From an optimization exercise on the open Yosys and OpenROAD flow, aimed at small area; shortcuts taken in it are not production practice. At most, simulation tests tie the RTL to the original design; equivalence was not proved. Power is estimated from default activity; no workload was simulated.

==> v37 <==
==> flow/design.v <==
module motion_map_arbiter #(
  parameter int unsigned NTILES       = 256,
  parameter int unsigned AW           = 8,
  parameter logic        VS_POL       = 1'b1,
  parameter int unsigned ALARM_MIN    = 4,
  parameter int unsigned ALARM_FRAMES = 2
) (
  input  logic          pclk,
  input  logic          rst,
  input  logic          s_pVSync,
  input  logic          vec_we,
  input  logic [AW-1:0] vec_addr,
  input  logic          motion_detected,
  input  logic          r0_req,
  input  logic [AW-1:0] r0_addr,
  input  logic          r1_req,
  input  logic [AW-1:0] r1_addr,
  output logic          r0_gnt,
  output logic          r0_data,
  output logic          r1_gnt,
  output logic          r1_data,
  output logic [8:0]    active_tiles,
  output logic          frame_done,
  output logic          alarm
);
  localparam int unsigned CW = 9;
  logic [NTILES-1:0] wmap;
  logic [NTILES-1:0] dmap;
  logic [NTILES-1:0] wmap_n;
  logic              wz;
  logic              dv;
  logic              vs_q;
  logic [CW-1:0]     cnt;
  logic              prev_hi;
  logic              last_gnt;
  logic              dbit;
  logic              boundary_c;
  logic              old_bit_c;
  logic [CW-1:0]     cnt_eff_c;
  logic [CW-1:0]     cnt_next_c;
  logic              hi_c;
  logic              elig0_c;
  logic              elig1_c;
  logic              grant0_c;
  logic              grant1_c;
  logic [AW-1:0]     raddr_c;
  logic [NTILES-1:0] dmap_n;
  logic [15:0]       rset_c;
  logic [15:0]       rclr_c;
  logic [15:0]       cset_c;
  logic [15:0]       cclr_c;
  logic              wbit_c;
  logic              rbit_c;
  mm_rd256 u_wrd (.m(wmap), .a(vec_addr), .y(wbit_c));
  mm_rd256 u_drd (.m(dmap), .a(raddr_c),  .y(rbit_c));
  always_comb begin
    boundary_c = (s_pVSync == VS_POL) && (vs_q != VS_POL);
    for (int r = 0; r < 16; r++) begin
      rset_c[r] = vec_we && motion_detected && (vec_addr[7:4] == 4'(r));
      rclr_c[r] = (vec_we && !motion_detected && (vec_addr[7:4] == 4'(r))) || wz;
    end
    for (int c = 0; c < 16; c++) begin
      cset_c[c] = (vec_addr[3:0] == 4'(c));
      cclr_c[c] = (vec_addr[3:0] == 4'(c)) || wz;
    end
    for (int i = 0; i < NTILES; i++) begin
      wmap_n[i] = (rset_c[i/16] && cset_c[i%16]) ||
                  (wmap[i] && !(rclr_c[i/16] && cclr_c[i%16]));
      dmap_n[i] = (boundary_c && wmap_n[i]) || (!boundary_c && dmap[i]);
    end
    old_bit_c  = wbit_c && !wz;
    cnt_eff_c  = wz ? '0 : cnt;
    cnt_next_c = cnt_eff_c;
    if (vec_we && !old_bit_c && motion_detected) begin
      cnt_next_c = cnt_eff_c + CW'(1);
    end else if (vec_we && old_bit_c && !motion_detected) begin
      cnt_next_c = cnt_eff_c - CW'(1);
    end
    hi_c     = 32'(cnt_next_c) >= ALARM_MIN;
    elig0_c  = r0_req && !r0_gnt;
    elig1_c  = r1_req && !r1_gnt;
    grant0_c = elig0_c && (!elig1_c || last_gnt);
    grant1_c = elig1_c && !grant0_c;
    raddr_c  = grant0_c ? r0_addr : r1_addr;
  end
  always_ff @(posedge pclk) begin
    wmap <= wmap_n;
    dmap <= dmap_n;
    cnt  <= cnt_next_c;
    dbit <= dv && rbit_c;
  end
  always_ff @(posedge pclk or posedge rst) begin
    if (rst) begin
      wz           <= 1'b1;
      dv           <= 1'b0;
      vs_q         <= VS_POL;
      prev_hi      <= 1'b0;
      active_tiles <= '0;
      frame_done   <= 1'b0;
      alarm        <= 1'b0;
      r0_gnt       <= 1'b0;
      r1_gnt       <= 1'b0;
      last_gnt     <= 1'b1;
    end else begin
      vs_q       <= s_pVSync;
      frame_done <= boundary_c;
      wz         <= boundary_c;
      if (boundary_c) begin
        dv           <= 1'b1;
        active_tiles <= cnt_next_c;
        prev_hi      <= hi_c;
        alarm        <= prev_hi && hi_c;
      end
      r0_gnt <= grant0_c;
      r1_gnt <= grant1_c;
      if (grant0_c)      last_gnt <= 1'b0;
      else if (grant1_c) last_gnt <= 1'b1;
    end
  end
  assign r0_data = r0_gnt && dbit;
  assign r1_data = r1_gnt && dbit;
endmodule
module mm_rd256 (
  input  logic [255:0] m,
  input  logic [7:0]   a,
  output logic         y
);
  logic [7:0]  s0;
  logic [7:0]  s1;
  logic [3:0]  s2;
  logic [31:0] l1;
  logic [3:0]  l2;
  always_comb begin
    for (int i = 0; i < 8; i++) begin
      s0[i] = (a[2:0] == 3'(i));
      s1[i] = (a[5:3] == 3'(i));
    end
    for (int i = 0; i < 4; i++) begin
      s2[i] = (a[7:6] == 2'(i));
    end
  end
  for (genvar i = 0; i < 32; i++) begin : g_l1
    mm_sel8 u (.a(m[i*8 +: 8]), .s(s0), .y(l1[i]));
  end
  for (genvar i = 0; i < 4; i++) begin : g_l2
    mm_sel8 u (.a(l1[i*8 +: 8]), .s(s1), .y(l2[i]));
  end
  mm_sel4 u_l3 (.a(l2), .s(s2), .y(y));
endmodule
module mm_sel8 (
  input  logic [7:0] a,
  input  logic [7:0] s,
  output logic       y
);
  logic [1:0] n;
  mm_aoi3 u0 (.a(a[2:0]), .s(s[2:0]), .yn(n[0]));
  mm_aoi3 u1 (.a(a[5:3]), .s(s[5:3]), .yn(n[1]));
  mm_fin2 u2 (.n(n), .a(a[7:6]), .s(s[7:6]), .y(y));
endmodule
module mm_aoi3 (
  input  logic [2:0] a,
  input  logic [2:0] s,
  output logic       yn
);
  assign yn = !((a[0] && s[0]) || (a[1] && s[1]) || (a[2] && s[2]));
endmodule
module mm_fin2 (
  input  logic [1:0] n,
  input  logic [1:0] a,
  input  logic [1:0] s,
  output logic       y
);
  assign y = !(n[0] && n[1] && !((a[0] && s[0]) || (a[1] && s[1])));
endmodule
module mm_sel4 (
  input  logic [3:0] a,
  input  logic [3:0] s,
  output logic       y
);
  assign y = |(a & s);
endmodule
==> flow/run.sh <==
#!/bin/bash
# synth_recipe.tcl (not shown) runs the flow's synth.tcl, then flattens the netlist and writes it again
# the make line also repeats each setting of config.mk as NAME=value (left out here)
make -C /OpenROAD-flow-scripts/flow DESIGN_CONFIG=/design/flow/config.mk WORK_HOME=/design/flow/orfs CLKGATE_MAP_FILE= SYNTH_SCRIPT=/design/flow/synth_recipe.tcl finish
==> flow/config.mk <==
export PLATFORM = sky130hd
export DESIGN_NAME = motion_map_arbiter
export DESIGN_NICKNAME = motion_map_arbiter
export VERILOG_FILES = /design/flow/design.v
export SDC_FILE = /design/flow/constraint.sdc
export NUM_CORES = 4
export LEC_CHECK = 0
export CAP_MARGIN = 20
export CORE_MARGIN = 2
export CORE_UTILIZATION = 70
export CTS_BUF_LIST = sky130_fd_sc_hd__clkbuf_8
export CTS_CLUSTER_DIAMETER = 60
export CTS_CLUSTER_SIZE = 10
export SLEW_MARGIN = 20
export SYNTH_HIERARCHICAL = 1
export SYNTH_MINIMUM_KEEP_SIZE = 0
==> flow/constraint.sdc <==
create_clock -name core_clock -period 8.0 [get_ports {pclk}]
set_input_delay 1.6000 -clock core_clock [delete_from_list [all_inputs] [get_ports {pclk}]]
set_output_delay 1.6000 -clock core_clock [all_outputs]
set_load 0.01 [all_outputs]
==> inputs of v19, as changes to v37 <==
--- a/flow/design.v
+++ b/flow/design.v
@@ -53,2 +53,7 @@
   logic              rbit_c;
+  logic boundary_n_c;
+  assign boundary_n_c = !boundary_c;
+  for (genvar i = 0; i < NTILES; i++) begin : g_dld
+    mm_ld u (.ld(boundary_c), .hold(boundary_n_c), .d(wmap_n[i]), .q(dmap[i]), .y(dmap_n[i]));
+  end
   mm_rd256 u_wrd (.m(wmap), .a(vec_addr), .y(wbit_c));
@@ -68,3 +73,2 @@
                   (wmap[i] && !(rclr_c[i/16] && cclr_c[i%16]));
-      dmap_n[i] = (boundary_c && wmap_n[i]) || (!boundary_c && dmap[i]);
     end
@@ -181 +185,10 @@
 endmodule
+module mm_ld (
+  input  logic ld,
+  input  logic hold,
+  input  logic d,
+  input  logic q,
+  output logic y
+);
+  assign y = (ld && d) || (hold && q);
+endmodule
--- a/flow/config.mk
+++ b/flow/config.mk
@@ -9,6 +9,6 @@
 export CORE_MARGIN = 2
-export CORE_UTILIZATION = 70
+export CORE_UTILIZATION = 60
 export CTS_BUF_LIST = sky130_fd_sc_hd__clkbuf_8
 export CTS_CLUSTER_DIAMETER = 60
-export CTS_CLUSTER_SIZE = 10
+export CTS_CLUSTER_SIZE = 15
 export SLEW_MARGIN = 20
==> inputs of v39, as changes to v37 <==
--- a/flow/design.v
+++ b/flow/design.v
@@ -53,2 +53,7 @@
   logic              rbit_c;
+  logic boundary_n_c;
+  assign boundary_n_c = !boundary_c;
+  for (genvar i = 0; i < NTILES; i++) begin : g_dld
+    mm_ld u (.ld(boundary_c), .hold(boundary_n_c), .d(wmap_n[i]), .q(dmap[i]), .y(dmap_n[i]));
+  end
   mm_rd256 u_wrd (.m(wmap), .a(vec_addr), .y(wbit_c));
@@ -68,3 +73,2 @@
                   (wmap[i] && !(rclr_c[i/16] && cclr_c[i%16]));
-      dmap_n[i] = (boundary_c && wmap_n[i]) || (!boundary_c && dmap[i]);
     end
@@ -181 +185,10 @@
 endmodule
+module mm_ld (
+  input  logic ld,
+  input  logic hold,
+  input  logic d,
+  input  logic q,
+  output logic y
+);
+  assign y = (ld && d) || (hold && q);
+endmodule
==> flow/flow/run.sh (new file) <==
#!/bin/bash
# The standard layout (standard.sh, unchanged synthesis) with two changes:
#  - clock tree synthesis without dummy loads, with clkbuf_8 leaf clusters;
#  - port buffers use the smallest buffer cell instead of a delay cell.
set -euo pipefail
export CTS_ARGS="-sink_clustering_enable -repair_clock_nets -dont_use_dummy_load -buf_list sky130_fd_sc_hd__clkbuf_8 -sink_clustering_size 15 -sink_clustering_max_diameter 80"
export BUFFER_PORTS_ARGS="-buffer_cell sky130_fd_sc_hd__buf_1"
bash standard.sh > standard.log 2>&1
==> flow/standard.sh (new file) <==
#!/bin/bash
# synth_recipe.tcl (not shown) runs the flow's synth.tcl, then flattens the netlist and writes it again
# the make line also repeats each setting of config.mk as NAME=value (left out here)
make -C /OpenROAD-flow-scripts/flow DESIGN_CONFIG=/design/flow/config.mk WORK_HOME=/design/flow/orfs CLKGATE_MAP_FILE= SYNTH_SCRIPT=/design/flow/synth_recipe.tcl "${@:-finish}"
--- a/flow/config.mk
+++ b/flow/config.mk
@@ -7,9 +7,7 @@
 export LEC_CHECK = 0
-export CAP_MARGIN = 20
+export CAP_MARGIN = 5
 export CORE_MARGIN = 2
-export CORE_UTILIZATION = 70
-export CTS_BUF_LIST = sky130_fd_sc_hd__clkbuf_8
-export CTS_CLUSTER_DIAMETER = 60
-export CTS_CLUSTER_SIZE = 10
-export SLEW_MARGIN = 20
+export CORE_UTILIZATION = 45
+export PLACE_DENSITY = 0.7
+export SLEW_MARGIN = 5
 export SYNTH_HIERARCHICAL = 1
removed: flow/run.sh
==> inputs of v29, as changes to v37 <==
==> flow/design.v, changed modules only <==
module motion_map_arbiter #(
  parameter int unsigned NTILES       = 256,
  parameter int unsigned AW           = 8,
  parameter logic        VS_POL       = 1'b1,
  parameter int unsigned ALARM_MIN    = 4,
  parameter int unsigned ALARM_FRAMES = 2
) (
  input  logic          pclk,
  input  logic          rst,
  input  logic          s_pVSync,
  input  logic          vec_we,
  input  logic [AW-1:0] vec_addr,
  input  logic          motion_detected,
  input  logic          r0_req,
  input  logic [AW-1:0] r0_addr,
  input  logic          r1_req,
  input  logic [AW-1:0] r1_addr,
  output logic          r0_gnt,
  output logic          r0_data,
  output logic          r1_gnt,
  output logic          r1_data,
  output logic [8:0]    active_tiles,
  output logic          frame_done,
  output logic          alarm
);
  localparam int unsigned CW = 9;
  logic [NTILES-1:0] wmap;
  logic [NTILES-1:0] dmap;
  logic [NTILES-1:0] wmap_n;
  logic              wz;
  logic              dv;
  logic              vs_q;
  logic [CW-1:0]     cnt;
  logic              prev_hi;
  logic              last_gnt;
  logic              dbit;
  logic              boundary_c;
  logic              old_bit_c;
  logic [CW-1:0]     cnt_eff_c;
  logic [CW-1:0]     cnt_next_c;
  logic              hi_c;
  logic              elig0_c;
  logic              elig1_c;
  logic              grant0_c;
  logic              grant1_c;
  logic [AW-1:0]     raddr_c;
  logic [NTILES-1:0] dmap_n;
  logic [15:0]       rset_c;
  logic [15:0]       rclr_c;
  logic [15:0]       cset_c;
  logic [15:0]       cclr_c;
  always_comb begin
    boundary_c = (s_pVSync == VS_POL) && (vs_q != VS_POL);
    for (int r = 0; r < 16; r++) begin
      rset_c[r] = vec_we && motion_detected && (vec_addr[7:4] == 4'(r));
      rclr_c[r] = (vec_we && !motion_detected && (vec_addr[7:4] == 4'(r))) || wz;
    end
    for (int c = 0; c < 16; c++) begin
      cset_c[c] = (vec_addr[3:0] == 4'(c));
      cclr_c[c] = (vec_addr[3:0] == 4'(c)) || wz;
    end
    for (int i = 0; i < NTILES; i++) begin
      wmap_n[i] = (rset_c[i/16] && cset_c[i%16]) ||
                  (wmap[i] && !(rclr_c[i/16] && cclr_c[i%16]));
      dmap_n[i] = (boundary_c && wmap_n[i]) || (!boundary_c && dmap[i]);
    end
    old_bit_c  = wmap[vec_addr] && !wz;
    cnt_eff_c  = wz ? '0 : cnt;
    cnt_next_c = cnt_eff_c;
    if (vec_we && !old_bit_c && motion_detected) begin
      cnt_next_c = cnt_eff_c + CW'(1);
    end else if (vec_we && old_bit_c && !motion_detected) begin
      cnt_next_c = cnt_eff_c - CW'(1);
    end
    hi_c     = 32'(cnt_next_c) >= ALARM_MIN;
    elig0_c  = r0_req && !r0_gnt;
    elig1_c  = r1_req && !r1_gnt;
    grant0_c = elig0_c && (!elig1_c || last_gnt);
    grant1_c = elig1_c && !grant0_c;
    raddr_c  = grant0_c ? r0_addr : r1_addr;
  end
  always_ff @(posedge pclk) begin
    wmap <= wmap_n;
    dmap <= dmap_n;
    cnt  <= cnt_next_c;
    dbit <= dv && dmap[raddr_c];
  end
  always_ff @(posedge pclk or posedge rst) begin
    if (rst) begin
      wz           <= 1'b1;
      dv           <= 1'b0;
      vs_q         <= VS_POL;
      prev_hi      <= 1'b0;
      active_tiles <= '0;
      frame_done   <= 1'b0;
      alarm        <= 1'b0;
      r0_gnt       <= 1'b0;
      r1_gnt       <= 1'b0;
      last_gnt     <= 1'b1;
    end else begin
      vs_q       <= s_pVSync;
      frame_done <= boundary_c;
      wz         <= boundary_c;
      if (boundary_c) begin
        dv           <= 1'b1;
        active_tiles <= cnt_next_c;
        prev_hi      <= hi_c;
        alarm        <= prev_hi && hi_c;
      end
      r0_gnt <= grant0_c;
      r1_gnt <= grant1_c;
      if (grant0_c)      last_gnt <= 1'b0;
      else if (grant1_c) last_gnt <= 1'b1;
    end
  end
  assign r0_data = r0_gnt && dbit;
  assign r1_data = r1_gnt && dbit;
endmodule
// module mm_rd256 removed
// module mm_sel8 removed
// module mm_aoi3 removed
// module mm_fin2 removed
// module mm_sel4 removed
--- a/flow/config.mk
+++ b/flow/config.mk
@@ -10,7 +10,3 @@
 export CORE_UTILIZATION = 70
-export CTS_BUF_LIST = sky130_fd_sc_hd__clkbuf_8
-export CTS_CLUSTER_DIAMETER = 60
-export CTS_CLUSTER_SIZE = 10
+export CTS_BUF_LIST = sky130_fd_sc_hd__clkbuf_4 sky130_fd_sc_hd__clkbuf_8
 export SLEW_MARGIN = 20
-export SYNTH_HIERARCHICAL = 1
-export SYNTH_MINIMUM_KEEP_SIZE = 0
==> comparison table <==
| item | v39 | v37 | v29 | v19 |
|---|---|---|---|---|
| Area used by multi-input combinational logic | 0.00882 mm^2 | 0.00655 mm^2 | 0.00799 mm^2 | 0.00884 mm^2 |
| Number of inserted diodes | 1 | 2 | 1 | 0 |
| Post-synthesis sequential area ratio | 54.7% | 66.5% | 61.6% | 54.7% |
| Global-route wire length before repair | 110000 um | 100000 um | 95900 um | 107000 um |
| Status | timing/DRC/antenna clean | timing/DRC/antenna clean | timing/DRC/antenna clean | timing/DRC/antenna clean |
| Top-count cell post-synth | dfxtp_1 | o21ai_0 | o21ai_0 | dfxtp_1 |
| Number of enable flip-flop cells after synthesis | 0 | 256 | 256 | 0 |
| Power density over cell area | 212 mW/mm^2 | 232 mW/mm^2 | 257 mW/mm^2 | 214 mW/mm^2 |
| Number of antenna violations at the first check in global routing | 2 | 2 | 1 | 2 |
| Final hold slack | 473 ps | 476 ps | 471 ps | 467 ps |
| Die Outline Area | 0.0460 mm^2 | 0.0303 mm^2 | 0.0327 mm^2 | 0.0347 mm^2 |
| First-iteration detailed-routing DRC count | 3672 | 4120 | 2497 | 3364 |
| Transition time of the tightest slew-check pin | 1400 ps | 1240 ps | 1270 ps | 1230 ps |
| Worst setup slack after layout | 2210 ps | 1670 ps | 2520 ps | 1770 ps |
| Core box area | 0.0440 mm^2 | 0.0286 mm^2 | 0.0307 mm^2 | 0.0326 mm^2 |
| Power consumed by sequential cells | 2.79 mW | 3.01 mW | 3.05 mW | 2.79 mW |
| Static leakage | 7.52 nW | 7.62 nW | 8.67 nW | 7.75 nW |
| Combinational fraction of design power | 9.9% | 10.3% | 11.4% | 9.9% |
| Relative slew slack | 6.92% | 17.1% | 15.0% | 18.0% |
| Synth top area share | 52.4% | 38.0% | 35.1% | 52.4% |
Function not checked in v29: the RTL went through the layout flow alone.

[re-timing with driven ports]
In the flow no input, the clock included, has a driving cell. The finished layouts below were timed again as built, in two steps.
Step 1 assumes that a clkbuf_16 drives the clock port and a buf_2 every other input.
Step 2 times the ports against the registers' clock, not the clock port: input delays grow and output delays shrink by t, the midpoint of the rising clock arrivals with the driver on.
Slacks: ideal / step 1 / step 2; pairs: ideal / step 1.
| run | t, ns | slack for setup (ns) | hold WS [ns] | worst setup path after step 2 | cell pins on the clock port's net |
|---|---|---|---|---|---|
| v37 | 0.669 | 1.667 / 1.687 / 1.018 | 0.476 / 0.476 / 0.476 | input to register | 1 |
| v19 | 0.670 | 1.770 / 1.799 / 1.129 | 0.467 / 0.467 / 0.467 | input to register | 1 |
| v39 | 0.694 | 2.212 / 2.220 / 1.526 | 0.473 / 0.473 / 0.473 | input to register | 1 |
| v29 | 0.679 | 2.517 / 2.545 / 1.866 | 0.471 / 0.471 / 0.471 | input to register | 1 |
After both steps setup and hold are still met in every run listed. The setup slack of v39, which loses most, moves by +0.008 ns with the drivers and by -0.686 ns with both steps.
